This design comes from an exercise in tuning for small area, a short achievable clock period and few clock cycles on the open sky130 flow, not from production work. Function was checked by simulation only, so behaviour that the tests miss may differ from the original. Power and IR drop assume default switching activity.

## flow/config.mk

```make
export PLATFORM = sky130hd
export DESIGN_NAME = cpu_top
export DESIGN_NICKNAME = cpu_top
export VERILOG_FILES = /design/flow/design.v
export SDC_FILE = /design/flow/constraint.sdc
export NUM_CORES = 4
export LEC_CHECK = 0
export CAP_MARGIN = 20
export CORE_MARGIN = 2
export CORE_UTILIZATION = 50
export PLACE_DENSITY = 0.6
export SETUP_SLACK_MARGIN = 2.5
export SLEW_MARGIN = 20
export SYNTH_HIERARCHICAL = 1
export TNS_END_PERCENT = 10
```

## flow/constraint.sdc

```tcl
create_clock -name core_clock -period 7.5 [get_ports {clk}]
set_input_delay 1.5000 -clock core_clock [delete_from_list [all_inputs] [get_ports {clk}]]
set_output_delay 1.5000 -clock core_clock [all_outputs]
set_load 0.01 [all_outputs]
```

## flow/design.v

```verilog
package cpu_pkg;
  localparam logic [2:0] OP_ARITH  = 3'b000;
  localparam logic [2:0] OP_CMPMUL = 3'b001;
  localparam logic [2:0] OP_LW     = 3'b010;
  localparam logic [2:0] OP_SW     = 3'b011;
  localparam logic [2:0] OP_BEQ    = 3'b100;
  localparam logic [2:0] OP_J      = 3'b101;
endpackage
`timescale 1ns/1ps
module read_arbiter (
  input  logic                       clk,
  input  logic                       rst_n,
  input  logic                       inst_req,
  input  logic [3:0]                 inst_win,
  input  logic                       data_req,
  input  logic [10:0]                data_addr,
  output logic                       grant_inst,
  output logic                       busy,
  output logic [10:4]        burst_seg,   
  output logic                       beat,
  output logic                       beat_inst,
  output logic [6:0]                 beat_idx,    
  output logic [32-1:0] araddr,
  output logic                       arvalid,
  input  logic                       arready,
  input  logic                       rvalid,
  input  logic                       rlast,
  output logic                       rready
);
  logic       busy_q;
  logic       inst_q;
  logic [6:0] ptr_q;    
  logic [6:0] idx_q;
  assign grant_inst = !busy_q && inst_req;
  assign beat       = busy_q && !arvalid && rvalid;
  always_ff @(posedge clk or negedge rst_n) begin
    if (!rst_n) begin
      busy_q  <= 1'b0;
      arvalid <= 1'b0;
      inst_q  <= 1'b0;
      ptr_q   <= '0;
      idx_q   <= '0;
    end else begin
      if (!busy_q && (inst_req || data_req)) begin
        busy_q  <= 1'b1;
        arvalid <= 1'b1;
        inst_q  <= inst_req;
        idx_q   <= '0;
        if (inst_req)                 ptr_q <= {inst_win, 3'b000};
        else if (&data_addr[10:7])    ptr_q <= 7'b1111000;
        else                          ptr_q <= data_addr[10:4];
      end else begin
        if (arvalid && arready) arvalid <= 1'b0;
        if (beat) begin
          idx_q <= idx_q + 7'd1;
          if (rlast) busy_q <= 1'b0;
        end
      end
    end
  end
  assign araddr    = {19'd0, 1'b1, ptr_q, 5'd0};
  assign rready    = 1'b1;
  assign busy      = busy_q;
  assign burst_seg = ptr_q[6:4-4];
  assign beat_inst = beat && inst_q;
  assign beat_idx  = idx_q;
endmodule
`timescale 1ns/1ps
module inst_cache (
  input  logic                   clk,
  input  logic                   rst_n,
  input  logic [12-1:0]  pc,
  output logic [16-1:0] inst,
  output logic                   hit,
  output logic                   present,
  input  logic                   fill_start,
  input  logic                   beat,
  input  logic [16-1:0] bus_data
);
  logic [16-1:0] mem [128];
  logic [3:0]             tag_q;
  logic                   valid_q;
  logic                   full_q;
  logic [6:0]             cnt_q;
  assign present = valid_q && (tag_q == pc[11:8]);
  assign hit     = present && (full_q || (pc[7:1] < cnt_q));
  assign inst    = mem[pc[7:1]];
  always_ff @(posedge clk or negedge rst_n) begin
    if (!rst_n) begin
      tag_q   <= '0;
      valid_q <= 1'b0;
      full_q  <= 1'b0;
      cnt_q   <= '0;
    end else if (fill_start) begin
      tag_q   <= pc[11:8];
      valid_q <= 1'b1;
      full_q  <= 1'b0;
      cnt_q   <= '0;
    end else if (beat) begin
      cnt_q <= cnt_q + 7'd1;
      if (&cnt_q) full_q <= 1'b1;
    end
  end
  always_ff @(posedge clk) begin
    if (beat) mem[cnt_q] <= bus_data;
  end
endmodule
`timescale 1ns/1ps
module data_cache (
  input  logic                       clk,
  input  logic                       rst_n,
  input  logic [10:0]                addr,      
  output logic [16-1:0]     ld_data,
  output logic                       hit,       
  output logic                       st_ok,     
  input  logic                       ld,        
  input  logic                       st,        
  input  logic                       ld_go,     
  input  logic                       st_go,     
  input  logic [16-1:0]     st_data,
  output logic                       bus_req,   
  input  logic                       busy,
  input  logic [10:4]        burst_seg,
  input  logic                       beat,
  input  logic [6:0]                 beat_idx,
  input  logic [16-1:0]     bus_data,
  output logic [32-1:0] awaddr,
  output logic                       awvalid,
  input  logic                       awready,
  output logic [16-1:0]     wdata,
  output logic                       wvalid,
  output logic                       wlast,
  input  logic                       wready,
  input  logic                       bvalid,
  output logic                       bready
);
  localparam int SW  = 4;
  localparam int NS  = 6;
  localparam int TW  = 11 - SW;
  localparam int PW  = 7 - SW;         
  localparam int LW  = 3;
  logic [16-1:0] mem [NS*(2**SW)];
  logic [TW-1:0]          tag_q   [NS];
  logic [PW-1:0]          pos_q   [NS];
  logic [NS-1:0]          alloc_q;
  logic [NS-1:0]          full_q;
  logic [NS-1:0]          fill_q;
  logic [LW-1:0]          order_q [NS];    
  logic [TW-1:0]          seg;
  logic [SW-1:0]          off;
  logic [NS-1:0]          match;
  logic [NS-1:0]          ready;
  logic [NS-1:0]          capk;
  logic [LW-1:0]          hslot;
  logic [LW-1:0]          cslot;
  logic                   present;
  logic                   cap;
  logic                   miss;
  logic [TW-1:0]          rel;
  logic                   catch_up;
  logic                   alloc;
  logic                   touch;
  logic [LW-1:0]          tslot;
  logic [LW-1:0]          victim;
  logic                   wb_empty;
  assign seg = addr[10:SW];
  assign off = addr[SW-1:0];
  always_comb begin
    hslot = '0;
    cslot = '0;
    for (int k = 0; k < NS; k++) begin
      match[k] = alloc_q[k] && (tag_q[k] == seg);
      ready[k] = full_q[k] || (fill_q[k] && ({pos_q[k], off} < beat_idx));
      capk[k]  = fill_q[k] && (pos_q[k] == beat_idx[6:SW]);
      if (match[k]) hslot = LW'(k);
      if (capk[k])  cslot = LW'(k);
    end
  end
  assign present = |match;
  assign hit     = |(match & ready);
  logic [16-1:0] rd_data;
  logic                   sp_hit;
  always_comb begin
    rd_data = '0;
    for (int k = 0; k < NS; k++) begin
      if (match[k]) rd_data = rd_data | mem[{LW'(k), off}];
    end
  end
  assign sp_hit  = sp_q && match[sp_slot_q] && (off == sp_off_q);
  assign ld_data = sp_hit ? sp_data_q : rd_data;
  assign cap     = beat && |capk;
  assign victim  = order_q[NS-1];
  assign miss     = ld && !present && wb_empty;
  assign rel      = seg - burst_seg;
  assign catch_up = busy && (rel < TW'(2**PW)) &&
                    ((rel[PW-1:0] > beat_idx[6:SW]) ||
                     (rel[PW-1:0] == beat_idx[6:SW] && beat_idx[SW-1:0] == '0 && !beat));
  assign alloc    = miss && catch_up;
  assign bus_req  = miss && !busy;
  assign touch = alloc || ((ld || st) && present);
  assign tslot = alloc ? victim : hslot;
  logic [NS-1:0] at;
  logic [NS-1:0] seen;
  logic [LW-1:0] order_d [NS];
  always_comb begin
    for (int j = 0; j < NS; j++) begin
      at[j] = alloc ? (j == NS-1) : match[order_q[j]];
    end
    for (int k = 0; k < NS; k++) begin
      seen[k] = |(at & NS'((2 << k) - 1));
    end
    order_d[0] = tslot;
    for (int k = 1; k < NS; k++) begin
      order_d[k] = seen[k-1] ? order_q[k] : order_q[k-1];
    end
  end
  always_ff @(posedge clk or negedge rst_n) begin
    if (!rst_n) begin
      for (int k = 0; k < NS; k++) order_q[k] <= LW'(k);
    end else if (touch) begin
      for (int k = 0; k < NS; k++) order_q[k] <= order_d[k];
    end
  end
  always_ff @(posedge clk or negedge rst_n) begin
    if (!rst_n) begin
      alloc_q <= '0;
      full_q  <= '0;
      fill_q  <= '0;
      for (int k = 0; k < NS; k++) begin
        tag_q[k] <= '0;
        pos_q[k] <= '0;
      end
    end else begin
      if (cap && &beat_idx[SW-1:0]) begin
        fill_q[cslot] <= 1'b0;
        full_q[cslot] <= 1'b1;
      end
      if (alloc) begin
        tag_q[victim]   <= seg;
        pos_q[victim]   <= rel[PW-1:0];
        alloc_q[victim] <= 1'b1;
        full_q[victim]  <= 1'b0;
        fill_q[victim]  <= 1'b1;
      end
    end
  end
  logic                   sp_q;
  logic [LW-1:0]          sp_slot_q;
  logic [SW-1:0]          sp_off_q;
  logic [16-1:0] sp_data_q;
  always_ff @(posedge clk or negedge rst_n) begin
    if (!rst_n) sp_q <= 1'b0;
    else        sp_q <= st_go && present;
  end
  always_ff @(posedge clk) begin
    sp_slot_q <= hslot;
    sp_off_q  <= off;
    sp_data_q <= st_data;
  end
  logic [16-1:0] slot_wd [NS];
  always_comb begin
    for (int k = 0; k < NS; k++) begin
      slot_wd[k] = (fill_q[k] && |capk) ? bus_data : sp_data_q;
    end
  end
  always_ff @(posedge clk) begin
    for (int k = 0; k < NS; k++) begin
      for (int j = 0; j < 2**SW; j++) begin
        if ((cap && cslot == LW'(k) && beat_idx[SW-1:0] == SW'(j)) ||
            (sp_q && sp_slot_q == LW'(k) && sp_off_q == SW'(j))) begin
          mem[k*(2**SW)+j] <= slot_wd[k];
        end
      end
    end
  end
  logic        aw_q;
  logic        w_q;
  logic        wb_free;
  logic [10:0] wa_q;
  logic [15:0] wd_q;
  assign wb_free  = (!aw_q || awready) && (!w_q || wready);
  assign wb_empty = !aw_q && !w_q;
  assign st_ok    = wb_free && (!present || |(match & full_q));
  always_ff @(posedge clk or negedge rst_n) begin
    if (!rst_n) begin
      aw_q <= 1'b0;
      w_q  <= 1'b0;
    end else if (st_go) begin
      aw_q <= 1'b1;
      w_q  <= 1'b1;
    end else begin
      if (awready) aw_q <= 1'b0;
      if (wready)  w_q  <= 1'b0;
    end
  end
  always_ff @(posedge clk) begin
    if (st && wb_free) begin
      wa_q <= addr;
      wd_q <= st_data;
    end
  end
  assign awaddr  = {19'd0, 1'b1, wa_q, 1'b0};
  assign awvalid = aw_q;
  assign wdata   = wd_q;
  assign wvalid  = w_q;
  assign wlast   = 1'b1;
  assign bready  = 1'b1;
endmodule
`timescale 1ns/1ps
module cpu_core (
  input  logic                   clk,
  input  logic                   rst_n,
  output logic [12-1:0]  fetch_pc,
  input  logic [16-1:0] fetch_inst,
  input  logic                   fetch_hit,
  output logic                   inst_miss_pc_valid,
  output logic [12-1:0]  inst_miss_pc,
  output logic [10:0]            dmem_addr,
  input  logic [16-1:0] dmem_rdata,
  input  logic                   dmem_hit,
  input  logic                   dmem_st_ok,
  output logic                   dmem_ld,
  output logic                   dmem_st,
  output logic                   dmem_ld_go,
  output logic                   dmem_st_go,
  output logic [16-1:0] dmem_wdata,
  output logic                   io_stall
);
  logic [12-1:0]  fa_q;
  logic [16-1:0] irf_q;
  logic                   irfv_q;
  logic [12-1:0]  pcf_q;
  logic [12-1:0]  brt_q;
  logic [16-1:0] ir_q;
  logic                   irv_q;
  logic                   stall_q;
  logic [16-1:0] regs [16];
  logic [16-1:0] a_q;
  logic [16-1:0] b_q;
  logic [10:0]            addr_q;
  logic [2:0]             op;
  logic [3:0]             rs;
  logic [3:0]             rt;
  logic [3:0]             rd;
  logic                   fn;
  logic [16-1:0] a;
  logic [16-1:0] b;
  logic [16-1:0] alu;
  logic [16-1:0] diff;
  logic [16-1:0] prod;
  logic                   lt;
  logic                   is_alu;
  logic                   is_ld;
  logic                   is_st;
  logic                   retire;
  logic                   redirect;
  logic                   e_free;
  logic                   d_adv;
  logic                   f_adv;
  logic [12-1:0]  f_next;
  logic [16-1:0] finst;
  logic                   fhit;
  logic [3:0]             d_rs;
  logic [3:0]             d_rt;
  logic [10:0]            d_addr;
  logic [16-1:0] d_a;
  logic                   hazard;
  logic                   wen;
  logic [3:0]             widx;
  logic [16-1:0] wval;
  logic                   fwd_a;
  logic                   fwd_b;
  assign op    = ir_q[15:13];
  assign rs    = ir_q[12:9];
  assign rt    = ir_q[8:5];
  assign rd    = ir_q[4:1];
  assign fn    = ir_q[0];
  assign a     = a_q;
  assign b     = b_q;
  assign is_alu = (op == cpu_pkg::OP_ARITH) || (op == cpu_pkg::OP_CMPMUL);
  assign is_ld  = irv_q && (op == cpu_pkg::OP_LW);
  assign is_st  = irv_q && (op == cpu_pkg::OP_SW);
  logic [7:0] bone_q;
  logic [7:0] btwo_q;
  logic [7:0] bneg_q;
  cpu_mul16 u_mul (
    .a   (a),
    .one (bone_q),
    .two (btwo_q),
    .neg (bneg_q),
    .p   (prod)
  );
  assign diff = a - b;
  assign lt   = (a[15] != b[15]) ? a[15] : diff[15];
  logic                   is_mul;
  logic [16-1:0] alu_lo;
  logic [16-1:0] wval_lo;
  assign is_mul = op[0] && fn;
  always_comb begin
    case ({op[0], fn})
      2'b00:   alu_lo = a + b;
      2'b01:   alu_lo = diff;
      default: alu_lo = {15'd0, lt};
    endcase
  end
  assign alu = is_mul ? prod : alu_lo;
  assign retire = irv_q && (is_ld ? dmem_hit : is_st ? dmem_st_ok : 1'b1);
  assign redirect = irv_q && (op == cpu_pkg::OP_BEQ) && (rs != rt) && (a == b);
  assign fetch_pc = fa_q;
  assign finst    = fetch_inst;
  assign fhit     = fetch_hit;
  logic [12-1:0] fa_p2;
  assign fa_p2 = fa_q + 12'd2;
  assign f_next = (finst[15:13] == cpu_pkg::OP_J) ? finst[11:0] : fa_p2;
  logic                   wbv_q;
  logic [3:0]             wbi_q;
  logic [16-1:0] wbd_q;
  assign wen  = retire && (is_alu || op == cpu_pkg::OP_LW);
  assign widx = is_alu ? rd : rt;
  assign wval_lo = is_alu ? alu_lo : dmem_rdata;
  assign wval    = (is_alu && is_mul) ? prod : wval_lo;
  always_ff @(posedge clk or negedge rst_n) begin
    if (!rst_n) wbv_q <= 1'b0;
    else        wbv_q <= wen;
  end
  always_ff @(posedge clk) begin
    wbi_q <= widx;
    wbd_q <= wval;
  end
  always_ff @(posedge clk or negedge rst_n) begin
    if (!rst_n) begin
      for (int i = 0; i < 16; i++) regs[i] <= '0;
    end else if (wbv_q) begin
      regs[wbi_q] <= wbd_q;
    end
  end
  assign d_rs = irf_q[12:9];
  assign d_rt = irf_q[8:5];
  logic [12-1:0] d_brt;
  logic                  d_turn;
  assign d_brt  = pcf_q + 12'd2 + {{6{irf_q[4]}}, irf_q[4:0], 1'b0};
  assign d_turn = d_adv && (irf_q[15:13] == cpu_pkg::OP_BEQ) && (d_rs == d_rt);
  assign hazard = irv_q &&
                  (((op == cpu_pkg::OP_LW) && (d_rs == rt || d_rt == rt)) ||
                   (is_alu && is_mul && (d_rs == rd || d_rt == rd)) ||
                   (is_alu && rd == d_rs && irf_q[15:14] == 2'b01)) ||
                  (wbv_q && wbi_q == d_rs && irf_q[15:14] == 2'b01);
  logic [5:0] lo_a;
  logic [5:0] a_inc;
  logic [5:0] a_dec;
  logic [16-1:0] d_b;
  logic [16-1:0] d_base;
  assign d_a    = (wbv_q && wbi_q == d_rs) ? wbd_q : regs[d_rs];
  assign d_b    = (wbv_q && wbi_q == d_rt) ? wbd_q : regs[d_rt];
  assign d_base = regs[d_rs];
  assign lo_a   = {1'b0, d_base[4:0]} + {1'b0, irf_q[4:0]};
  assign a_inc  = d_base[10:5] + 6'd1;
  assign a_dec  = d_base[10:5] - 6'd1;
  assign d_addr[4:0]  = lo_a[4:0];
  assign d_addr[10:5] = (irf_q[4] == lo_a[5]) ? d_base[10:5] : lo_a[5] ? a_inc : a_dec;
  assign fwd_a  = retire && is_alu && (rd == d_rs);
  assign fwd_b  = retire && is_alu && (rd == d_rt);
  logic [16-1:0] fwd_v;
  logic [16-1:0] d_bv;
  logic [7:0]             d_bm;
  assign fwd_v = alu_lo;
  assign d_bv  = fwd_b ? fwd_v : d_b;
  assign d_bm  = {d_bv[13], d_bv[11], d_bv[9], d_bv[7], d_bv[5], d_bv[3], d_bv[1], 1'b0};
  assign e_free = !irv_q || retire;
  assign d_adv  = irfv_q && e_free && !hazard && !redirect;
  assign f_adv  = !irfv_q || d_adv;
  always_ff @(posedge clk or negedge rst_n) begin
    if (!rst_n) begin
      fa_q    <= '0;
      irfv_q  <= 1'b0;
      irv_q   <= 1'b0;
      stall_q <= 1'b1;
    end else begin
      stall_q <= !retire;
      if (e_free) irv_q <= d_adv;
      if (redirect) begin
        irfv_q <= 1'b0;
        fa_q   <= brt_q;
      end else if (d_turn) begin
        irfv_q <= 1'b0;
        fa_q   <= d_brt;
      end else if (f_adv) begin
        irfv_q <= fhit;
        if (fhit) fa_q <= f_next;
      end
    end
  end
  always_ff @(posedge clk) begin
    if (f_adv) begin
      irf_q <= finst;
      pcf_q <= fa_q;
    end
    if (e_free) begin
      ir_q   <= irf_q;
      brt_q  <= d_brt;
      a_q    <= fwd_a ? fwd_v : d_a;
      b_q    <= d_bv;
      for (int i = 0; i < 8; i++) begin
        bone_q[i] <= d_bv[2*i] ^ d_bm[i];
        btwo_q[i] <= (d_bv[2*i+1] & ~d_bv[2*i] & ~d_bm[i]) |
                     (~d_bv[2*i+1] & d_bv[2*i] & d_bm[i]);
        bneg_q[i] <= d_bv[2*i+1];
      end
      addr_q <= d_addr;
    end
  end
  assign inst_miss_pc_valid = !irv_q && !irfv_q;
  assign inst_miss_pc       = fa_q;
  assign dmem_addr          = addr_q;
  assign dmem_ld            = is_ld;
  assign dmem_st            = is_st;
  assign dmem_ld_go         = retire && (op == cpu_pkg::OP_LW);
  assign dmem_st_go         = retire && (op == cpu_pkg::OP_SW);
  assign dmem_wdata         = b;
  assign io_stall = stall_q;
endmodule
module cpu_mul16 (
  input  logic [15:0] a,
  input  logic [7:0]  one,
  input  logic [7:0]  two,
  input  logic [7:0]  neg,
  output logic [15:0] p
);
  logic one_0, two_0, neg_0, pp_0_0, pp_0_1, pp_0_2, pp_0_3, pp_0_4, pp_0_5, pp_0_6, pp_0_7, pp_0_8, pp_0_9, pp_0_10, pp_0_11, pp_0_12, pp_0_13, pp_0_14, pp_0_15, one_1, two_1, neg_1, pp_1_0, pp_1_1, pp_1_2, pp_1_3, pp_1_4, pp_1_5, pp_1_6, pp_1_7, pp_1_8, pp_1_9, pp_1_10, pp_1_11, pp_1_12, pp_1_13, one_2, two_2, neg_2, pp_2_0, pp_2_1, pp_2_2, pp_2_3, pp_2_4, pp_2_5, pp_2_6, pp_2_7, pp_2_8, pp_2_9, pp_2_10, pp_2_11, one_3, two_3, neg_3, pp_3_0, pp_3_1, pp_3_2, pp_3_3, pp_3_4, pp_3_5, pp_3_6, pp_3_7, pp_3_8, pp_3_9, one_4, two_4, neg_4, pp_4_0, pp_4_1, pp_4_2, pp_4_3, pp_4_4, pp_4_5, pp_4_6, pp_4_7, one_5, two_5, neg_5, pp_5_0, pp_5_1, pp_5_2, pp_5_3, pp_5_4, pp_5_5, one_6, two_6, neg_6, pp_6_0, pp_6_1, pp_6_2, pp_6_3, one_7, two_7, neg_7, pp_7_0, pp_7_1, s0, c0, s1, c1, s2, c2, s3, c3, s4, c4, s5, c5, s6, c6, s7, c7, s8, c8, s9, c9, s10, c10, s11, c11, s12, c12, s13, c13, s14, c14, s15, c15, s16, c16, s17, c17, s18, c18, s19, c19, s20, c20, s21, c21, s22, c22, s23, c23, s24, c24, s25, c25, s26, c26, s27, c27, s28, c28, s29, c29, s30, c30, s31, c31, s32, c32, s33, c33, s34, c34, s35, c35, s36, c36, s37, c37, s38, c38, s39, c39, s40, c40, s41, c41, s42, c42, s43, c43, s44, c44, s45, c45, s46, c46, s47, c47, s48, c48, s49, c49, s50, c50, s51, c51, s52, c52, s53, c53, s54, c54, s55, c55;
  assign one_0 = one[0];
  assign two_0 = two[0];
  assign neg_0 = neg[0];
  assign pp_0_0 = ((one_0 & a[0]) | (two_0 & 1'b0)) ^ neg_0;
  assign pp_0_1 = ((one_0 & a[1]) | (two_0 & a[0])) ^ neg_0;
  assign pp_0_2 = ((one_0 & a[2]) | (two_0 & a[1])) ^ neg_0;
  assign pp_0_3 = ((one_0 & a[3]) | (two_0 & a[2])) ^ neg_0;
  assign pp_0_4 = ((one_0 & a[4]) | (two_0 & a[3])) ^ neg_0;
  assign pp_0_5 = ((one_0 & a[5]) | (two_0 & a[4])) ^ neg_0;
  assign pp_0_6 = ((one_0 & a[6]) | (two_0 & a[5])) ^ neg_0;
  assign pp_0_7 = ((one_0 & a[7]) | (two_0 & a[6])) ^ neg_0;
  assign pp_0_8 = ((one_0 & a[8]) | (two_0 & a[7])) ^ neg_0;
  assign pp_0_9 = ((one_0 & a[9]) | (two_0 & a[8])) ^ neg_0;
  assign pp_0_10 = ((one_0 & a[10]) | (two_0 & a[9])) ^ neg_0;
  assign pp_0_11 = ((one_0 & a[11]) | (two_0 & a[10])) ^ neg_0;
  assign pp_0_12 = ((one_0 & a[12]) | (two_0 & a[11])) ^ neg_0;
  assign pp_0_13 = ((one_0 & a[13]) | (two_0 & a[12])) ^ neg_0;
  assign pp_0_14 = ((one_0 & a[14]) | (two_0 & a[13])) ^ neg_0;
  assign pp_0_15 = ((one_0 & a[15]) | (two_0 & a[14])) ^ neg_0;
  assign one_1 = one[1];
  assign two_1 = two[1];
  assign neg_1 = neg[1];
  assign pp_1_0 = ((one_1 & a[0]) | (two_1 & 1'b0)) ^ neg_1;
  assign pp_1_1 = ((one_1 & a[1]) | (two_1 & a[0])) ^ neg_1;
  assign pp_1_2 = ((one_1 & a[2]) | (two_1 & a[1])) ^ neg_1;
  assign pp_1_3 = ((one_1 & a[3]) | (two_1 & a[2])) ^ neg_1;
  assign pp_1_4 = ((one_1 & a[4]) | (two_1 & a[3])) ^ neg_1;
  assign pp_1_5 = ((one_1 & a[5]) | (two_1 & a[4])) ^ neg_1;
  assign pp_1_6 = ((one_1 & a[6]) | (two_1 & a[5])) ^ neg_1;
  assign pp_1_7 = ((one_1 & a[7]) | (two_1 & a[6])) ^ neg_1;
  assign pp_1_8 = ((one_1 & a[8]) | (two_1 & a[7])) ^ neg_1;
  assign pp_1_9 = ((one_1 & a[9]) | (two_1 & a[8])) ^ neg_1;
  assign pp_1_10 = ((one_1 & a[10]) | (two_1 & a[9])) ^ neg_1;
  assign pp_1_11 = ((one_1 & a[11]) | (two_1 & a[10])) ^ neg_1;
  assign pp_1_12 = ((one_1 & a[12]) | (two_1 & a[11])) ^ neg_1;
  assign pp_1_13 = ((one_1 & a[13]) | (two_1 & a[12])) ^ neg_1;
  assign one_2 = one[2];
  assign two_2 = two[2];
  assign neg_2 = neg[2];
  assign pp_2_0 = ((one_2 & a[0]) | (two_2 & 1'b0)) ^ neg_2;
  assign pp_2_1 = ((one_2 & a[1]) | (two_2 & a[0])) ^ neg_2;
  assign pp_2_2 = ((one_2 & a[2]) | (two_2 & a[1])) ^ neg_2;
  assign pp_2_3 = ((one_2 & a[3]) | (two_2 & a[2])) ^ neg_2;
  assign pp_2_4 = ((one_2 & a[4]) | (two_2 & a[3])) ^ neg_2;
  assign pp_2_5 = ((one_2 & a[5]) | (two_2 & a[4])) ^ neg_2;
  assign pp_2_6 = ((one_2 & a[6]) | (two_2 & a[5])) ^ neg_2;
  assign pp_2_7 = ((one_2 & a[7]) | (two_2 & a[6])) ^ neg_2;
  assign pp_2_8 = ((one_2 & a[8]) | (two_2 & a[7])) ^ neg_2;
  assign pp_2_9 = ((one_2 & a[9]) | (two_2 & a[8])) ^ neg_2;
  assign pp_2_10 = ((one_2 & a[10]) | (two_2 & a[9])) ^ neg_2;
  assign pp_2_11 = ((one_2 & a[11]) | (two_2 & a[10])) ^ neg_2;
  assign one_3 = one[3];
  assign two_3 = two[3];
  assign neg_3 = neg[3];
  assign pp_3_0 = ((one_3 & a[0]) | (two_3 & 1'b0)) ^ neg_3;
  assign pp_3_1 = ((one_3 & a[1]) | (two_3 & a[0])) ^ neg_3;
  assign pp_3_2 = ((one_3 & a[2]) | (two_3 & a[1])) ^ neg_3;
  assign pp_3_3 = ((one_3 & a[3]) | (two_3 & a[2])) ^ neg_3;
  assign pp_3_4 = ((one_3 & a[4]) | (two_3 & a[3])) ^ neg_3;
  assign pp_3_5 = ((one_3 & a[5]) | (two_3 & a[4])) ^ neg_3;
  assign pp_3_6 = ((one_3 & a[6]) | (two_3 & a[5])) ^ neg_3;
  assign pp_3_7 = ((one_3 & a[7]) | (two_3 & a[6])) ^ neg_3;
  assign pp_3_8 = ((one_3 & a[8]) | (two_3 & a[7])) ^ neg_3;
  assign pp_3_9 = ((one_3 & a[9]) | (two_3 & a[8])) ^ neg_3;
  assign one_4 = one[4];
  assign two_4 = two[4];
  assign neg_4 = neg[4];
  assign pp_4_0 = ((one_4 & a[0]) | (two_4 & 1'b0)) ^ neg_4;
  assign pp_4_1 = ((one_4 & a[1]) | (two_4 & a[0])) ^ neg_4;
  assign pp_4_2 = ((one_4 & a[2]) | (two_4 & a[1])) ^ neg_4;
  assign pp_4_3 = ((one_4 & a[3]) | (two_4 & a[2])) ^ neg_4;
  assign pp_4_4 = ((one_4 & a[4]) | (two_4 & a[3])) ^ neg_4;
  assign pp_4_5 = ((one_4 & a[5]) | (two_4 & a[4])) ^ neg_4;
  assign pp_4_6 = ((one_4 & a[6]) | (two_4 & a[5])) ^ neg_4;
  assign pp_4_7 = ((one_4 & a[7]) | (two_4 & a[6])) ^ neg_4;
  assign one_5 = one[5];
  assign two_5 = two[5];
  assign neg_5 = neg[5];
  assign pp_5_0 = ((one_5 & a[0]) | (two_5 & 1'b0)) ^ neg_5;
  assign pp_5_1 = ((one_5 & a[1]) | (two_5 & a[0])) ^ neg_5;
  assign pp_5_2 = ((one_5 & a[2]) | (two_5 & a[1])) ^ neg_5;
  assign pp_5_3 = ((one_5 & a[3]) | (two_5 & a[2])) ^ neg_5;
  assign pp_5_4 = ((one_5 & a[4]) | (two_5 & a[3])) ^ neg_5;
  assign pp_5_5 = ((one_5 & a[5]) | (two_5 & a[4])) ^ neg_5;
  assign one_6 = one[6];
  assign two_6 = two[6];
  assign neg_6 = neg[6];
  assign pp_6_0 = ((one_6 & a[0]) | (two_6 & 1'b0)) ^ neg_6;
  assign pp_6_1 = ((one_6 & a[1]) | (two_6 & a[0])) ^ neg_6;
  assign pp_6_2 = ((one_6 & a[2]) | (two_6 & a[1])) ^ neg_6;
  assign pp_6_3 = ((one_6 & a[3]) | (two_6 & a[2])) ^ neg_6;
  assign one_7 = one[7];
  assign two_7 = two[7];
  assign neg_7 = neg[7];
  assign pp_7_0 = ((one_7 & a[0]) | (two_7 & 1'b0)) ^ neg_7;
  assign pp_7_1 = ((one_7 & a[1]) | (two_7 & a[0])) ^ neg_7;
  assign s0 = pp_0_10 ^ pp_1_8;
  assign c0 = pp_0_10 & pp_1_8;
  assign s1 = pp_0_11 ^ pp_1_9;
  assign c1 = pp_0_11 & pp_1_9;
  assign s2 = pp_0_12 ^ pp_1_10 ^ pp_2_8;
  assign c2 = (pp_0_12 & pp_1_10) | (pp_0_12 & pp_2_8) | (pp_1_10 & pp_2_8);
  assign s3 = pp_3_6 ^ pp_4_4;
  assign c3 = pp_3_6 & pp_4_4;
  assign s4 = pp_0_13 ^ pp_1_11 ^ pp_2_9;
  assign c4 = (pp_0_13 & pp_1_11) | (pp_0_13 & pp_2_9) | (pp_1_11 & pp_2_9);
  assign s5 = pp_3_7 ^ pp_4_5;
  assign c5 = pp_3_7 & pp_4_5;
  assign s6 = pp_0_14 ^ pp_1_12 ^ pp_2_10;
  assign c6 = (pp_0_14 & pp_1_12) | (pp_0_14 & pp_2_10) | (pp_1_12 & pp_2_10);
  assign s7 = pp_3_8 ^ pp_4_6 ^ pp_5_4;
  assign c7 = (pp_3_8 & pp_4_6) | (pp_3_8 & pp_5_4) | (pp_4_6 & pp_5_4);
  assign s8 = pp_6_2 ^ pp_7_0;
  assign c8 = pp_6_2 & pp_7_0;
  assign s9 = pp_0_15 ^ pp_1_13 ^ pp_2_11;
  assign c9 = (pp_0_15 & pp_1_13) | (pp_0_15 & pp_2_11) | (pp_1_13 & pp_2_11);
  assign s10 = pp_3_9 ^ pp_4_7 ^ pp_5_5;
  assign c10 = (pp_3_9 & pp_4_7) | (pp_3_9 & pp_5_5) | (pp_4_7 & pp_5_5);
  assign s11 = pp_6_3 ^ pp_7_1;
  assign c11 = pp_6_3 & pp_7_1;
  assign s12 = pp_0_6 ^ pp_1_4;
  assign c12 = pp_0_6 & pp_1_4;
  assign s13 = pp_0_7 ^ pp_1_5;
  assign c13 = pp_0_7 & pp_1_5;
  assign s14 = pp_0_8 ^ pp_1_6 ^ pp_2_4;
  assign c14 = (pp_0_8 & pp_1_6) | (pp_0_8 & pp_2_4) | (pp_1_6 & pp_2_4);
  assign s15 = pp_3_2 ^ pp_4_0;
  assign c15 = pp_3_2 & pp_4_0;
  assign s16 = pp_0_9 ^ pp_1_7 ^ pp_2_5;
  assign c16 = (pp_0_9 & pp_1_7) | (pp_0_9 & pp_2_5) | (pp_1_7 & pp_2_5);
  assign s17 = pp_3_3 ^ pp_4_1;
  assign c17 = pp_3_3 & pp_4_1;
  assign s18 = pp_2_6 ^ pp_3_4 ^ pp_4_2;
  assign c18 = (pp_2_6 & pp_3_4) | (pp_2_6 & pp_4_2) | (pp_3_4 & pp_4_2);
  assign s19 = pp_5_0 ^ neg_5 ^ s0;
  assign c19 = (pp_5_0 & neg_5) | (pp_5_0 & s0) | (neg_5 & s0);
  assign s20 = pp_2_7 ^ pp_3_5 ^ pp_4_3;
  assign c20 = (pp_2_7 & pp_3_5) | (pp_2_7 & pp_4_3) | (pp_3_5 & pp_4_3);
  assign s21 = pp_5_1 ^ s1 ^ c0;
  assign c21 = (pp_5_1 & s1) | (pp_5_1 & c0) | (s1 & c0);
  assign s22 = pp_5_2 ^ pp_6_0 ^ neg_6;
  assign c22 = (pp_5_2 & pp_6_0) | (pp_5_2 & neg_6) | (pp_6_0 & neg_6);
  assign s23 = s2 ^ s3 ^ c1;
  assign c23 = (s2 & s3) | (s2 & c1) | (s3 & c1);
  assign s24 = pp_5_3 ^ pp_6_1 ^ s4;
  assign c24 = (pp_5_3 & pp_6_1) | (pp_5_3 & s4) | (pp_6_1 & s4);
  assign s25 = s5 ^ c2 ^ c3;
  assign c25 = (s5 & c2) | (s5 & c3) | (c2 & c3);
  assign s26 = neg_7 ^ s6 ^ s7;
  assign c26 = (neg_7 & s6) | (neg_7 & s7) | (s6 & s7);
  assign s27 = s8 ^ c4 ^ c5;
  assign c27 = (s8 & c4) | (s8 & c5) | (c4 & c5);
  assign s28 = s9 ^ s10 ^ s11;
  assign c28 = (s9 & s10) | (s9 & s11) | (s10 & s11);
  assign s29 = c6 ^ c7 ^ c8;
  assign c29 = (c6 & c7) | (c6 & c8) | (c7 & c8);
  assign s30 = pp_0_4 ^ pp_1_2;
  assign c30 = pp_0_4 & pp_1_2;
  assign s31 = pp_0_5 ^ pp_1_3;
  assign c31 = pp_0_5 & pp_1_3;
  assign s32 = pp_2_2 ^ pp_3_0 ^ neg_3;
  assign c32 = (pp_2_2 & pp_3_0) | (pp_2_2 & neg_3) | (pp_3_0 & neg_3);
  assign s33 = pp_2_3 ^ pp_3_1 ^ s13;
  assign c33 = (pp_2_3 & pp_3_1) | (pp_2_3 & s13) | (pp_3_1 & s13);
  assign s34 = neg_4 ^ s14 ^ s15;
  assign c34 = (neg_4 & s14) | (neg_4 & s15) | (s14 & s15);
  assign s35 = s16 ^ s17 ^ c14;
  assign c35 = (s16 & s17) | (s16 & c14) | (s17 & c14);
  assign s36 = s18 ^ s19 ^ c16;
  assign c36 = (s18 & s19) | (s18 & c16) | (s19 & c16);
  assign s37 = s20 ^ s21 ^ c18;
  assign c37 = (s20 & s21) | (s20 & c18) | (s21 & c18);
  assign s38 = s22 ^ s23 ^ c20;
  assign c38 = (s22 & s23) | (s22 & c20) | (s23 & c20);
  assign s39 = s24 ^ s25 ^ c22;
  assign c39 = (s24 & s25) | (s24 & c22) | (s25 & c22);
  assign s40 = s26 ^ s27 ^ c24;
  assign c40 = (s26 & s27) | (s26 & c24) | (s27 & c24);
  assign s41 = s28 ^ s29 ^ c26;
  assign c41 = (s28 & s29) | (s28 & c26) | (s29 & c26);
  assign s42 = pp_0_2 ^ pp_1_0;
  assign c42 = pp_0_2 & pp_1_0;
  assign s43 = pp_0_3 ^ pp_1_1;
  assign c43 = pp_0_3 & pp_1_1;
  assign s44 = pp_2_0 ^ neg_2 ^ s30;
  assign c44 = (pp_2_0 & neg_2) | (pp_2_0 & s30) | (neg_2 & s30);
  assign s45 = pp_2_1 ^ s31 ^ c30;
  assign c45 = (pp_2_1 & s31) | (pp_2_1 & c30) | (s31 & c30);
  assign s46 = s12 ^ s32 ^ c31;
  assign c46 = (s12 & s32) | (s12 & c31) | (s32 & c31);
  assign s47 = c12 ^ s33 ^ c32;
  assign c47 = (c12 & s33) | (c12 & c32) | (s33 & c32);
  assign s48 = c13 ^ s34 ^ c33;
  assign c48 = (c13 & s34) | (c13 & c33) | (s34 & c33);
  assign s49 = c15 ^ s35 ^ c34;
  assign c49 = (c15 & s35) | (c15 & c34) | (s35 & c34);
  assign s50 = c17 ^ s36 ^ c35;
  assign c50 = (c17 & s36) | (c17 & c35) | (s36 & c35);
  assign s51 = c19 ^ s37 ^ c36;
  assign c51 = (c19 & s37) | (c19 & c36) | (s37 & c36);
  assign s52 = c21 ^ s38 ^ c37;
  assign c52 = (c21 & s38) | (c21 & c37) | (s38 & c37);
  assign s53 = c23 ^ s39 ^ c38;
  assign c53 = (c23 & s39) | (c23 & c38) | (s39 & c38);
  assign s54 = c25 ^ s40 ^ c39;
  assign c54 = (c25 & s40) | (c25 & c39) | (s40 & c39);
  assign s55 = c27 ^ s41 ^ c40;
  assign c55 = (c27 & s41) | (c27 & c40) | (s41 & c40);
  logic [15:0] mx, my, g0, p0;
  assign mx = {s55, s54, s53, s52, s51, s50, s49, s48, s47, s46, s45, s44, s43, neg_1, pp_0_1, pp_0_0};
  assign my = {c54, c53, c52, c51, c50, c49, c48, c47, c46, c45, c44, c43, c42, s42, 1'b0, neg_0};
  assign g0 = mx & my;
  assign p0 = mx ^ my;
  logic [15:0] g1, p1;
  assign g1[0] = g0[0];
  assign p1[0] = p0[0];
  assign g1[1] = g0[1] | (p0[1] & g0[0]);
  assign p1[1] = p0[1] & p0[0];
  assign g1[2] = g0[2] | (p0[2] & g0[1]);
  assign p1[2] = p0[2] & p0[1];
  assign g1[3] = g0[3] | (p0[3] & g0[2]);
  assign p1[3] = p0[3] & p0[2];
  assign g1[4] = g0[4] | (p0[4] & g0[3]);
  assign p1[4] = p0[4] & p0[3];
  assign g1[5] = g0[5] | (p0[5] & g0[4]);
  assign p1[5] = p0[5] & p0[4];
  assign g1[6] = g0[6] | (p0[6] & g0[5]);
  assign p1[6] = p0[6] & p0[5];
  assign g1[7] = g0[7] | (p0[7] & g0[6]);
  assign p1[7] = p0[7] & p0[6];
  assign g1[8] = g0[8] | (p0[8] & g0[7]);
  assign p1[8] = p0[8] & p0[7];
  assign g1[9] = g0[9] | (p0[9] & g0[8]);
  assign p1[9] = p0[9] & p0[8];
  assign g1[10] = g0[10] | (p0[10] & g0[9]);
  assign p1[10] = p0[10] & p0[9];
  assign g1[11] = g0[11] | (p0[11] & g0[10]);
  assign p1[11] = p0[11] & p0[10];
  assign g1[12] = g0[12] | (p0[12] & g0[11]);
  assign p1[12] = p0[12] & p0[11];
  assign g1[13] = g0[13] | (p0[13] & g0[12]);
  assign p1[13] = p0[13] & p0[12];
  assign g1[14] = g0[14] | (p0[14] & g0[13]);
  assign p1[14] = p0[14] & p0[13];
  assign g1[15] = g0[15] | (p0[15] & g0[14]);
  assign p1[15] = p0[15] & p0[14];
  logic [15:0] g2, p2;
  assign g2[0] = g1[0];
  assign p2[0] = p1[0];
  assign g2[1] = g1[1];
  assign p2[1] = p1[1];
  assign g2[2] = g1[2] | (p1[2] & g1[0]);
  assign p2[2] = p1[2] & p1[0];
  assign g2[3] = g1[3] | (p1[3] & g1[1]);
  assign p2[3] = p1[3] & p1[1];
  assign g2[4] = g1[4] | (p1[4] & g1[2]);
  assign p2[4] = p1[4] & p1[2];
  assign g2[5] = g1[5] | (p1[5] & g1[3]);
  assign p2[5] = p1[5] & p1[3];
  assign g2[6] = g1[6] | (p1[6] & g1[4]);
  assign p2[6] = p1[6] & p1[4];
  assign g2[7] = g1[7] | (p1[7] & g1[5]);
  assign p2[7] = p1[7] & p1[5];
  assign g2[8] = g1[8] | (p1[8] & g1[6]);
  assign p2[8] = p1[8] & p1[6];
  assign g2[9] = g1[9] | (p1[9] & g1[7]);
  assign p2[9] = p1[9] & p1[7];
  assign g2[10] = g1[10] | (p1[10] & g1[8]);
  assign p2[10] = p1[10] & p1[8];
  assign g2[11] = g1[11] | (p1[11] & g1[9]);
  assign p2[11] = p1[11] & p1[9];
  assign g2[12] = g1[12] | (p1[12] & g1[10]);
  assign p2[12] = p1[12] & p1[10];
  assign g2[13] = g1[13] | (p1[13] & g1[11]);
  assign p2[13] = p1[13] & p1[11];
  assign g2[14] = g1[14] | (p1[14] & g1[12]);
  assign p2[14] = p1[14] & p1[12];
  assign g2[15] = g1[15] | (p1[15] & g1[13]);
  assign p2[15] = p1[15] & p1[13];
  logic [15:0] g3, p3;
  assign g3[0] = g2[0];
  assign p3[0] = p2[0];
  assign g3[1] = g2[1];
  assign p3[1] = p2[1];
  assign g3[2] = g2[2];
  assign p3[2] = p2[2];
  assign g3[3] = g2[3];
  assign p3[3] = p2[3];
  assign g3[4] = g2[4] | (p2[4] & g2[0]);
  assign p3[4] = p2[4] & p2[0];
  assign g3[5] = g2[5] | (p2[5] & g2[1]);
  assign p3[5] = p2[5] & p2[1];
  assign g3[6] = g2[6] | (p2[6] & g2[2]);
  assign p3[6] = p2[6] & p2[2];
  assign g3[7] = g2[7] | (p2[7] & g2[3]);
  assign p3[7] = p2[7] & p2[3];
  assign g3[8] = g2[8] | (p2[8] & g2[4]);
  assign p3[8] = p2[8] & p2[4];
  assign g3[9] = g2[9] | (p2[9] & g2[5]);
  assign p3[9] = p2[9] & p2[5];
  assign g3[10] = g2[10] | (p2[10] & g2[6]);
  assign p3[10] = p2[10] & p2[6];
  assign g3[11] = g2[11] | (p2[11] & g2[7]);
  assign p3[11] = p2[11] & p2[7];
  assign g3[12] = g2[12] | (p2[12] & g2[8]);
  assign p3[12] = p2[12] & p2[8];
  assign g3[13] = g2[13] | (p2[13] & g2[9]);
  assign p3[13] = p2[13] & p2[9];
  assign g3[14] = g2[14] | (p2[14] & g2[10]);
  assign p3[14] = p2[14] & p2[10];
  assign g3[15] = g2[15] | (p2[15] & g2[11]);
  assign p3[15] = p2[15] & p2[11];
  logic [15:0] g4, p4;
  assign g4[0] = g3[0];
  assign p4[0] = p3[0];
  assign g4[1] = g3[1];
  assign p4[1] = p3[1];
  assign g4[2] = g3[2];
  assign p4[2] = p3[2];
  assign g4[3] = g3[3];
  assign p4[3] = p3[3];
  assign g4[4] = g3[4];
  assign p4[4] = p3[4];
  assign g4[5] = g3[5];
  assign p4[5] = p3[5];
  assign g4[6] = g3[6];
  assign p4[6] = p3[6];
  assign g4[7] = g3[7];
  assign p4[7] = p3[7];
  assign g4[8] = g3[8] | (p3[8] & g3[0]);
  assign p4[8] = p3[8] & p3[0];
  assign g4[9] = g3[9] | (p3[9] & g3[1]);
  assign p4[9] = p3[9] & p3[1];
  assign g4[10] = g3[10] | (p3[10] & g3[2]);
  assign p4[10] = p3[10] & p3[2];
  assign g4[11] = g3[11] | (p3[11] & g3[3]);
  assign p4[11] = p3[11] & p3[3];
  assign g4[12] = g3[12] | (p3[12] & g3[4]);
  assign p4[12] = p3[12] & p3[4];
  assign g4[13] = g3[13] | (p3[13] & g3[5]);
  assign p4[13] = p3[13] & p3[5];
  assign g4[14] = g3[14] | (p3[14] & g3[6]);
  assign p4[14] = p3[14] & p3[6];
  assign g4[15] = g3[15] | (p3[15] & g3[7]);
  assign p4[15] = p3[15] & p3[7];
  assign p = p0 ^ {g4[14:0], 1'b0};
endmodule
`timescale 1ns/1ps
module cpu_top (
  input  logic                       clk,
  input  logic                       rst_n,
  output logic [32-1:0] araddr,
  output logic                       arvalid,
  input  logic                       arready,
  input  logic [16-1:0]     rdata,
  input  logic                       rvalid,
  input  logic                       rlast,
  output logic                       rready,
  output logic [32-1:0] awaddr,
  output logic                       awvalid,
  input  logic                       awready,
  output logic [16-1:0]     wdata,
  output logic                       wvalid,
  output logic                       wlast,
  input  logic                       wready,
  input  logic                       bvalid,
  output logic                       bready,
  output logic                       io_stall
);
  logic [12-1:0]  fetch_pc;
  logic [16-1:0] fetch_inst;
  logic                   fetch_hit;
  logic                   imiss_valid;
  logic [12-1:0]  imiss_pc;
  logic                   ipresent;
  logic [10:0]            dmem_addr;
  logic [16-1:0] dmem_rdata;
  logic                   dmem_hit;
  logic                   dmem_st_ok;
  logic                   dmem_ld;
  logic                   dmem_st;
  logic                   dmem_ld_go;
  logic                   dmem_st_go;
  logic [16-1:0] dmem_wdata;
  logic                   inst_req;
  logic                   data_req;
  logic                   grant_inst;
  logic                   busy;
  logic [10:4]    burst_seg;
  logic                   beat;
  logic                   beat_inst;
  logic [6:0]             beat_idx;
  cpu_core u_core (
    .clk                (clk),
    .rst_n              (rst_n),
    .fetch_pc           (fetch_pc),
    .fetch_inst         (fetch_inst),
    .fetch_hit          (fetch_hit),
    .inst_miss_pc_valid (imiss_valid),
    .inst_miss_pc       (imiss_pc),
    .dmem_addr          (dmem_addr),
    .dmem_rdata         (dmem_rdata),
    .dmem_hit           (dmem_hit),
    .dmem_st_ok         (dmem_st_ok),
    .dmem_ld            (dmem_ld),
    .dmem_st            (dmem_st),
    .dmem_ld_go         (dmem_ld_go),
    .dmem_st_go         (dmem_st_go),
    .dmem_wdata         (dmem_wdata),
    .io_stall           (io_stall)
  );
  inst_cache u_icache (
    .clk        (clk),
    .rst_n      (rst_n),
    .pc         (fetch_pc),
    .inst       (fetch_inst),
    .hit        (fetch_hit),
    .present    (ipresent),
    .fill_start (grant_inst),
    .beat       (beat_inst),
    .bus_data   (rdata)
  );
  data_cache u_dcache (
    .clk        (clk),
    .rst_n      (rst_n),
    .addr       (dmem_addr),
    .ld_data    (dmem_rdata),
    .hit        (dmem_hit),
    .st_ok      (dmem_st_ok),
    .ld         (dmem_ld),
    .st         (dmem_st),
    .ld_go      (dmem_ld_go),
    .st_go      (dmem_st_go),
    .st_data    (dmem_wdata),
    .bus_req    (data_req),
    .busy       (busy),
    .burst_seg  (burst_seg),
    .beat       (beat),
    .beat_idx   (beat_idx),
    .bus_data   (rdata),
    .awaddr     (awaddr),
    .awvalid    (awvalid),
    .awready    (awready),
    .wdata      (wdata),
    .wvalid     (wvalid),
    .wlast      (wlast),
    .wready     (wready),
    .bvalid     (bvalid),
    .bready     (bready)
  );
  assign inst_req = imiss_valid && !ipresent;
  read_arbiter u_rd_arb (
    .clk        (clk),
    .rst_n      (rst_n),
    .inst_req   (inst_req),
    .inst_win   (imiss_pc[11:8]),
    .data_req   (data_req),
    .data_addr  (dmem_addr),
    .grant_inst (grant_inst),
    .busy       (busy),
    .burst_seg  (burst_seg),
    .beat       (beat),
    .beat_inst  (beat_inst),
    .beat_idx   (beat_idx),
    .araddr     (araddr),
    .arvalid    (arvalid),
    .arready    (arready),
    .rvalid     (rvalid),
    .rlast      (rlast),
    .rready     (rready)
  );
endmodule
```

## flow/run.sh

```bash
#!/bin/bash
# synth_recipe.tcl (not shown) runs the flow's synth.tcl, then flattens the netlist and writes it again
# the make line also repeats each setting of config.mk as NAME=value (left out here)
make -C /OpenROAD-flow-scripts/flow DESIGN_CONFIG=/design/flow/config.mk WORK_HOME=/design/flow/orfs CLKGATE_MAP_FILE= SYNTH_SCRIPT=/design/flow/synth_recipe.tcl finish
```

==> results of run 1 <==
[layout by cell type (no fill, tap or decap), types with 97 or more instances in the layout]
master     count
nand2_1      273
o21ai_0       97
a22oi_1      795
mux2_2       431
xnor2_1      164
a22o_1       145
nand3_1      166
buf_4        423
mux2i_1      310
ha_1         136
nand4_1      189
a21oi_1      256
edfxtp_1    3723
a221oi_1     118
mux4_2       387
dfrtp_1      389
o22ai_1      141
a211oi_1     105
clkbuf_16    427
nor2_1       314
inv_1        121
[where the power goes]
group / total [uW] / internal [uW] / switching, uW
clock: 21000 / 12000 / 8960
combinational: 20000 / 7300 / 12700
sequential: 28200 / 26800 / 1460
[worst max-delay path, delay by kind of cell, from the launching register on]
| kind | cells | cell delay [ns] |
|---|---|---|
| compound gates | 5 | 1.40 |
| buf+inv | 2 | 1.04 |
| flops | 1 | 0.90 |
| simple gates | 5 | 1.61 |
[path summary, 6_finish.rpt]
kind / cells past startpoint / end / slack [ns]
min in group asynchronous: 1 / u_dcache.aw_q / 0.49
hold reg to reg: 1 / u_icache.valid_q / 0.47
hold / removal: 1 / u_icache.valid_q / 0.47
setup reg to reg: 12 / u_core.wbd_q[9] / 2.43
setup / recovery: 12 / u_core.wbd_q[9] / 2.43
max in group asynchronous: 2 / u_core.fa_q[3] / 5.39
[per-stage QoR]
| step | cells | setup WS (ns) | area, um2 |
|---|---|---|---|
| detailed placement | 14400 | 1.81 | 178000 |
| global route | 15200 | 2.28 | 193000 |
| global placement | 14400 | 1.89 | 178000 |
| finish | 15200 | 2.43 | 193000 |
| CTS | 15200 | 2.38 | 192000 |
| floorplan | 10000 | 2.73 | 171000 |
[area by class of cell]
| type | count | share of cell area (%) |
|---|---|---|
| diodes | 36 | 0.0468 |
| clock buffers | 527 | 5.85 |
| clock inverters | 249 | 1.29 |
| inverters | 123 | 0.242 |
| multi-input cells | 5044 | 23.6 |
| flip-flops and latches | 4166 | 63.7 |
| well taps | 4536 | 2.95 |
| repair buffers | 526 | 2.37 |
| repair inverters | 1 | 0.00390 |
[flip-flops by register name, indices dropped and copies added, names as in the netlist, 18 cells and up]
name              count
u_dcache.order_q     18
u_dcache.mem       1536
u_core.regs         256
u_dcache.pos_q       18
u_icache.mem       2048
u_dcache.tag_q       42
[layer usage]
metal | vias up | track usage, %
li1 | 41200 | -
met1 | 52300 | 41.9
met2 | 6055 | 46.4
met3 | 1084 | 5.39
met4 | 8 | 11.2
met5 | - | 0
[repair_timing]
action | 4_1_cts | 5_1_grt
gates cloned | 1 | 1
setup endpoints to repair | 79 | 65
setup buffers | 27 | 5
pin swaps | 2 | 1
gates resized for setup | 7 | 10
hold buffers | 0 | 0
==> flow_summary.toml, run 1 <==
[outcome]
status = "timing/DRC/antenna clean"

[global_routing]
grt_pass1_vias = 97600
overflow = 0
grt_pass1_wl_um = 735000
grt.total_usage_pct = 29.7
antenna_found_initial = 36
grt_max_degree = 128

[power_and_ir_drop]
power.leakage_uw = 0.0645
p_per_area_mw_per_mm2 = 359
ir_drop_v = 0.000306
finalPower_uw = 69200

[worst_setup_path]
critPathLaunch = "u_core.addr_q[1]"
cpMaxStageDelayCell = "edfxtp_1"
cp_max_fo = 30
r2r_start = "u_core.addr_q[1]"
max_stage_delay_ns = 0.90
cpMostUsedCell = "buf_4"
cp-end-kind = "flip-flop"
worstPathArrival_ns = 5.91
cp-start-kind = "flip-flop"
required_ns = 8.34
path_class = "flip-flop to flip-flop"
worstPathCellList = "buf_4 -> nor4bb_4 -> buf_4 -> a22o_1 -> a221oi_1 -> nand3_1 -> o221ai_1 -> and2_0 -> and4_1 -> a21oi_1 -> nor2_1 -> a31oi_1"

[synthesis]
yosysWarnings = 17
synthCells = 9982
synth_area_per_cell_um2 = 17.1
netlist_area_mm2 = 0.171

[route]
wl_per_cell_um = 34.5
wl_met2_um = 243000
drc = 0
top_layer = "met5"
dr.pass1.iters = 6
wl_met1_um = 206000
post_drt_via_cell_ratio = 6.62
drt-initial-drc-count = 14200
antenna_left = 0
routed_wl_um = 525000
dr_total_vias = 101000
wl_met3_um = 53300

[place]
gp_congestion = 0.942
dpl.hpwl_um = 304000
io_buffers = 60

[job]
drv_cap = 0

[floorplanning]
die_h_um = 588
die_w_um = 588
io_pins = 111
die_area_mm2 = 0.346
core_mm2 = 0.340
rows = 214
start_util_pct = 50.2

[cts]
cts.path.max_buffers = 4
clock-root-buffer = "clkbuf_16"
clock_latency_ns = 0.98
cts_tree = "yes"
clkSinkCount = 4166
numCtsBuffers = 422
htreeDepth = 5
clkTransAtPathRegs_ns = 0.06

[timing]
relSlewSlack_pct = 20.8
skew_ns = 0.0945
period_minus_slack_ns = 5.07
fmax_mhz = 197
whs_ns = 0.474
period_share_pct = 67.6
slew_violations = 0
tightest_slew_ns = 1.18
hold_violations = 0
tns_ns = 0
setup_viol = 0
rsz0062_at_grt = "true"

[hold_path]
min_path_type = "flip-flop to flip-flop"
worstHoldStart = "u_icache.valid_q"

[finish]
seq_area_mm2 = 0.123
nFillCells = 26000
area.growth.synth_to_final_pct = 13.0
multi_input_area_mm2 = 0.0454
drive_gt1_share_pct = 20.8
post-route-util_pct = 56.8
nets = 10500
Testbench counts, summed over its fixed seeds: cycles 43,971.
==> run 2: changes to the inputs <==
--- a/flow/design.v
+++ b/flow/design.v
@@ -329,7 +329,7 @@
   logic [12-1:0]  fa_q;
   logic [16-1:0] irf_q;
   logic                   irfv_q;
-  logic [12-1:0]  pcf_q;
+  logic [12-1:0]  brtf_q;
   logic [12-1:0]  brt_q;
   logic [16-1:0] ir_q;
   logic                   irv_q;
@@ -357,6 +357,7 @@
   logic                   e_free;
   logic                   d_adv;
   logic                   f_adv;
+  logic [12-1:0]  f_brt;
   logic [12-1:0]  f_next;
   logic [16-1:0] finst;
   logic                   fhit;
@@ -411,7 +412,16 @@
   assign fhit     = fetch_hit;
   logic [12-1:0] fa_p2;
   assign fa_p2 = fa_q + 12'd2;
-  assign f_next = (finst[15:13] == cpu_pkg::OP_J) ? finst[11:0] : fa_p2;
+  cpu_brt u_brt (
+    .pc2 (fa_p2),
+    .imm (finst[4:0]),
+    .tgt (f_brt)
+  );
+  always_comb begin
+    if (finst[15:13] == cpu_pkg::OP_J)                                  f_next = finst[11:0];
+    else if (finst[15:13] == cpu_pkg::OP_BEQ && finst[12:9] == finst[8:5]) f_next = f_brt;
+    else                                                                f_next = fa_p2;
+  end
   logic                   wbv_q;
   logic [3:0]             wbi_q;
   logic [16-1:0] wbd_q;
@@ -436,28 +446,19 @@
   end
   assign d_rs = irf_q[12:9];
   assign d_rt = irf_q[8:5];
-  logic [12-1:0] d_brt;
-  logic                  d_turn;
-  assign d_brt  = pcf_q + 12'd2 + {{6{irf_q[4]}}, irf_q[4:0], 1'b0};
-  assign d_turn = d_adv && (irf_q[15:13] == cpu_pkg::OP_BEQ) && (d_rs == d_rt);
   assign hazard = irv_q &&
                   (((op == cpu_pkg::OP_LW) && (d_rs == rt || d_rt == rt)) ||
                    (is_alu && is_mul && (d_rs == rd || d_rt == rd)) ||
                    (is_alu && rd == d_rs && irf_q[15:14] == 2'b01)) ||
                   (wbv_q && wbi_q == d_rs && irf_q[15:14] == 2'b01);
-  logic [5:0] lo_a;
-  logic [5:0] a_inc;
-  logic [5:0] a_dec;
   logic [16-1:0] d_b;
-  logic [16-1:0] d_base;
-  assign d_a    = (wbv_q && wbi_q == d_rs) ? wbd_q : regs[d_rs];
-  assign d_b    = (wbv_q && wbi_q == d_rt) ? wbd_q : regs[d_rt];
-  assign d_base = regs[d_rs];
-  assign lo_a   = {1'b0, d_base[4:0]} + {1'b0, irf_q[4:0]};
-  assign a_inc  = d_base[10:5] + 6'd1;
-  assign a_dec  = d_base[10:5] - 6'd1;
-  assign d_addr[4:0]  = lo_a[4:0];
-  assign d_addr[10:5] = (irf_q[4] == lo_a[5]) ? d_base[10:5] : lo_a[5] ? a_inc : a_dec;
+  assign d_a   = (wbv_q && wbi_q == d_rs) ? wbd_q : regs[d_rs];
+  assign d_b   = (wbv_q && wbi_q == d_rt) ? wbd_q : regs[d_rt];
+  cpu_agen u_agen (
+    .base (regs[d_rs][10:0]),
+    .imm  (irf_q[4:0]),
+    .addr (d_addr)
+  );
   assign fwd_a  = retire && is_alu && (rd == d_rs);
   assign fwd_b  = retire && is_alu && (rd == d_rt);
   logic [16-1:0] fwd_v;
@@ -481,9 +482,6 @@
       if (redirect) begin
         irfv_q <= 1'b0;
         fa_q   <= brt_q;
-      end else if (d_turn) begin
-        irfv_q <= 1'b0;
-        fa_q   <= d_brt;
       end else if (f_adv) begin
         irfv_q <= fhit;
         if (fhit) fa_q <= f_next;
@@ -492,12 +490,12 @@
   end
   always_ff @(posedge clk) begin
     if (f_adv) begin
-      irf_q <= finst;
-      pcf_q <= fa_q;
+      irf_q  <= finst;
+      brtf_q <= f_brt;
     end
     if (e_free) begin
       ir_q   <= irf_q;
-      brt_q  <= d_brt;
+      brt_q  <= brtf_q;
       a_q    <= fwd_a ? fwd_v : d_a;
       b_q    <= d_bv;
       for (int i = 0; i < 8; i++) begin
@@ -519,6 +517,34 @@
   assign dmem_wdata         = b;
   assign io_stall = stall_q;
 endmodule
+module cpu_brt (
+  input  logic [11:0] pc2,
+  input  logic [4:0]  imm,
+  output logic [11:0] tgt
+);
+  logic [5:0] up_inc;
+  logic [5:0] up_dec;
+  logic [6:0] lo_sum;
+  assign up_inc = pc2[11:6] + 6'd1;
+  assign up_dec = pc2[11:6] - 6'd1;
+  assign lo_sum = {1'b0, pc2[5:0]} + {1'b0, imm, 1'b0};
+  assign tgt[5:0]  = lo_sum[5:0];
+  assign tgt[11:6] = (imm[4] == lo_sum[6]) ? pc2[11:6] : lo_sum[6] ? up_inc : up_dec;
+endmodule
+module cpu_agen (
+  input  logic [10:0] base,
+  input  logic [4:0]  imm,
+  output logic [10:0] addr
+);
+  logic [5:0] up_inc;
+  logic [5:0] up_dec;
+  logic [5:0] lo_sum;
+  assign up_inc = base[10:5] + 6'd1;
+  assign up_dec = base[10:5] - 6'd1;
+  assign lo_sum = {1'b0, base[4:0]} + {1'b0, imm};
+  assign addr[4:0]  = lo_sum[4:0];
+  assign addr[10:5] = (imm[4] == lo_sum[5]) ? base[10:5] : lo_sum[5] ? up_inc : up_dec;
+endmodule
 module cpu_mul16 (
   input  logic [15:0] a,
   input  logic [7:0]  one,
==> flow_summary.toml, run 2 <==
[outcome]
status = "timing/DRC/antenna clean"

[worst_setup_path]
r2r-end = "u_core.fa_q[11]"
cp-end-kind = "flip-flop"
cpMaxStageDelayCell = "a211oi_1"
r2r_start = "u_core.fa_q[1]"
cp_max_fo = 17
worstPathCellList = "buf_16 -> buf_16 -> mux4_2 -> a211oi_1 -> nand2_1 -> nand4_1 -> nor2_4 -> ha_4 -> a211oi_4 -> o21bai_2 -> a21oi_4 -> buf_6 -> ha_4 -> o21ai_0 -> o21a_1 -> o21a_1 -> mux2i_1 -> xnor2_1 -> mux2i_1 -> a211oi_2 -> a21oi_1 -> o21ai_1"
critPathLaunch = "u_core.fa_q[1]"
worstPathArrival_ns = 6.10
reg2reg_slack_ns = 2.22
worstRegToRegCells = 22
endpoint = "u_core.fa_q[11]"
max_stage_delay_ns = 0.54
required_ns = 8.32
path_class = "flip-flop to flip-flop"
cp-start-kind = "flip-flop"

[place]
dpl-instance-area_mm2 = 0.179
gp_congestion = 1.01
dpl.hpwl_um = 311000
io_buffers = 60
dp.cells = 14400

[power_and_ir_drop]
p_per_area_mw_per_mm2 = 300
swShare_pct = 28.5
power.leakage_uw = 0.0677
clockPowerShare_pct = 35.9
net-switching-power_uw = 16700
ir_drop_v = 0.000262
finalPower_uw = 58600
cellInternalPower_uw = 41900
comb_power_share_pct = 19.3
power_frac_seq_pct = 44.8

[route]
antenna_left = 0
wl_per_cell_um = 34.8
routed_wl_um = 535000
drc = 0
dr_total_vias = 102000
drt-initial-drc-count = 14600
post_drt_via_cell_ratio = 6.62
dr.pass1.iters = 10

[floorplanning]
die_area_mm2 = 0.346
rows = 214
start_util_pct = 50.3
io_pins = 111
die_w_um = 588
die_h_um = 588
core_mm2 = 0.340

[timing]
fmax_mhz = 189
skew_ns = 0.140
period_share_pct = 70.4
rsz0062_at_grt = "true"
relSlewSlack_pct = 9.12
slew_violations = 0
tightest_slew_ns = 1.36
period_minus_slack_ns = 5.28
hold_violations = 0
tns_ns = 0
setup_viol = 0
whs_ns = 0.413

[finish]
final_area_mm2 = 0.195
final_cell_mix = "edfxtp_1, a22oi_1, buf_4"
reg_top3 = "u_icache.mem: 2048 flops, u_dcache.mem: 1536 flops, u_core.regs: 256 flops"
stdcell_count = 15400
regMostFlops = "u_icache.mem"
area.growth.synth_to_final_pct = 14.3
nets = 10600
largest_reg_flops = 2048
drive_gt1_share_pct = 22.2
final_common_cell = "edfxtp_1"

[global_routing]
antenna_found_initial = 29
grt_pass1_wl_um = 747000
grt_pass1_vias = 99000
overflow = 0
grt_max_degree = 181
grt.total_usage_pct = 30.3

[synthesis]
synthCells = 10100
netlist_area_mm2 = 0.171
synth_area_per_cell_um2 = 17.0
yosysWarnings = 18

[job]
drv_cap = 0

[cts]
clkTransAtPathRegs_ns = 0.06
cts_tree = "yes"
cts_hold_buf = 0
cts.path.max_buffers = 4
htreeDepth = 5
clkSinkCount = 4166
clock-root-buffer = "clkbuf_16"
numCtsBuffers = 425
clock_latency_ns = 1.01

[hold_path]
min_path_type = "flip-flop to flip-flop"
-- run 2: layout make-up --
| class | instances | area [um2] |
|---|---|---|
| well taps | 4536 | 5680 |
| clock inverters | 252 | 2580 |
| diodes | 17 | 42.5 |
| clock buffers | 532 | 11200 |
| flip-flops and latches | 4166 | 123000 |
| fillers | 25700 | 144000 |
| repair buffers | 611 | 6070 |
| multi-input cells | 5097 | 46500 |
| inverters | 147 | 554 |
-- run 2: worst min path at each step --
stage	from	end	slack, ns	cells after the start
after detailed placement	u_core.brtf_q[2]	u_core.brt_q[2]	0.40	0
after CTS	u_core.brtf_q[9]	u_core.brt_q[9]	0.42	0
final	u_core.brtf_q[9]	u_core.brt_q[9]	0.41	0
after floorplan	u_core.b_q[10]	u_dcache.sp_data_q[10]	0.39	0
after global placement	u_core.brtf_q[4]	u_core.brt_q[4]	0.40	0
after global routing	u_core.brtf_q[2]	u_core.brt_q[2]	0.42	0
-- run 2: per-stage QoR --
step           setup WS [ns]  util [%]
6_report                2.22      57.5
3_3_place_gp            1.21      52.6
2_1_floorplan           2.93         -
4_1_cts                 2.27      57.1
5_1_grt                 2.12      57.5
3_5_place_dp            1.33      52.6
-- run 2: metal layers --
metal  global-route usage [%]  vias to the layer above  routed length, um
met5                        0                        -                118
met4                     11.7                       12              22300
met3                     6.89                     1045              57900
met2                     46.4                     6035             245000
met1                     42.3                    53000             209000
li1                         -                    41600                  -
-- run 2: what timing repair did --
item	in CTS	in global routing
gates resized for setup	113	82
setup buffers	48	62
endpoints found under the setup margin	169	108
gates cloned	18	0
pin swaps	16	27
-- run 2: power groups by stage --
stage	Sequential [uW]	Clock, uW	Combinational [uW]
final	26300	21100	11300
after global routing	26300	22200	11900
after CTS	26300	21300	10500
after detailed placement	26900	0	10100
after global placement	26800	0	10000
after floorplan	26400	0	6680
-- run 2: worst max-delay path: cells and delay by family (launching register included) --
family,cells,cell delay [ns]
xor+xnor,1,0.16
flops,1,0.51
simple gates,3,0.51
buf+inv,3,0.62
compound gates,10,2.11
mux,3,0.82
fa+ha+maj,2,0.32
Testbench counts of run 2, summed over its fixed seeds: cycles 42,679.

[re-timing with driven ports]
The results above use ideal ports. As a check the final layouts listed here were re-extracted and re-timed, cells and wires unchanged.
Step 1 (the two cells are an assumption about what drives the block):
set clk [get_ports {clk}]
set_driving_cell -lib_cell sky130_fd_sc_hd__clkbuf_16 $clk
set_driving_cell -lib_cell sky130_fd_sc_hd__buf_2 [delete_from_list [all_inputs] $clk]
Step 2 adds t to the input delays and takes it off the output delays; t is the mean of the earliest and latest rising clock arrival at the registers after step 1. Input paths then give back, and output paths get back, about the clock's delay inside the block.
a / b / c = ideal / step 1 / step 2; a / b = the first two.
| run | t, ns | setup slack, ns | latest minus earliest clock arrival (ns) |
|---|---|---|---|
| run 1 | 1.038 | 2.429 / 2.429 / 1.784 | 0.102 / 0.101 |
| run 2 | 1.054 | 2.218 / 2.218 / 1.506 | 0.148 / 0.147 |
After both steps every run listed still meets setup and hold. The setup slack of run 2, which loses most, moves by 0.000 ns with the drivers and by -0.712 ns with both steps.
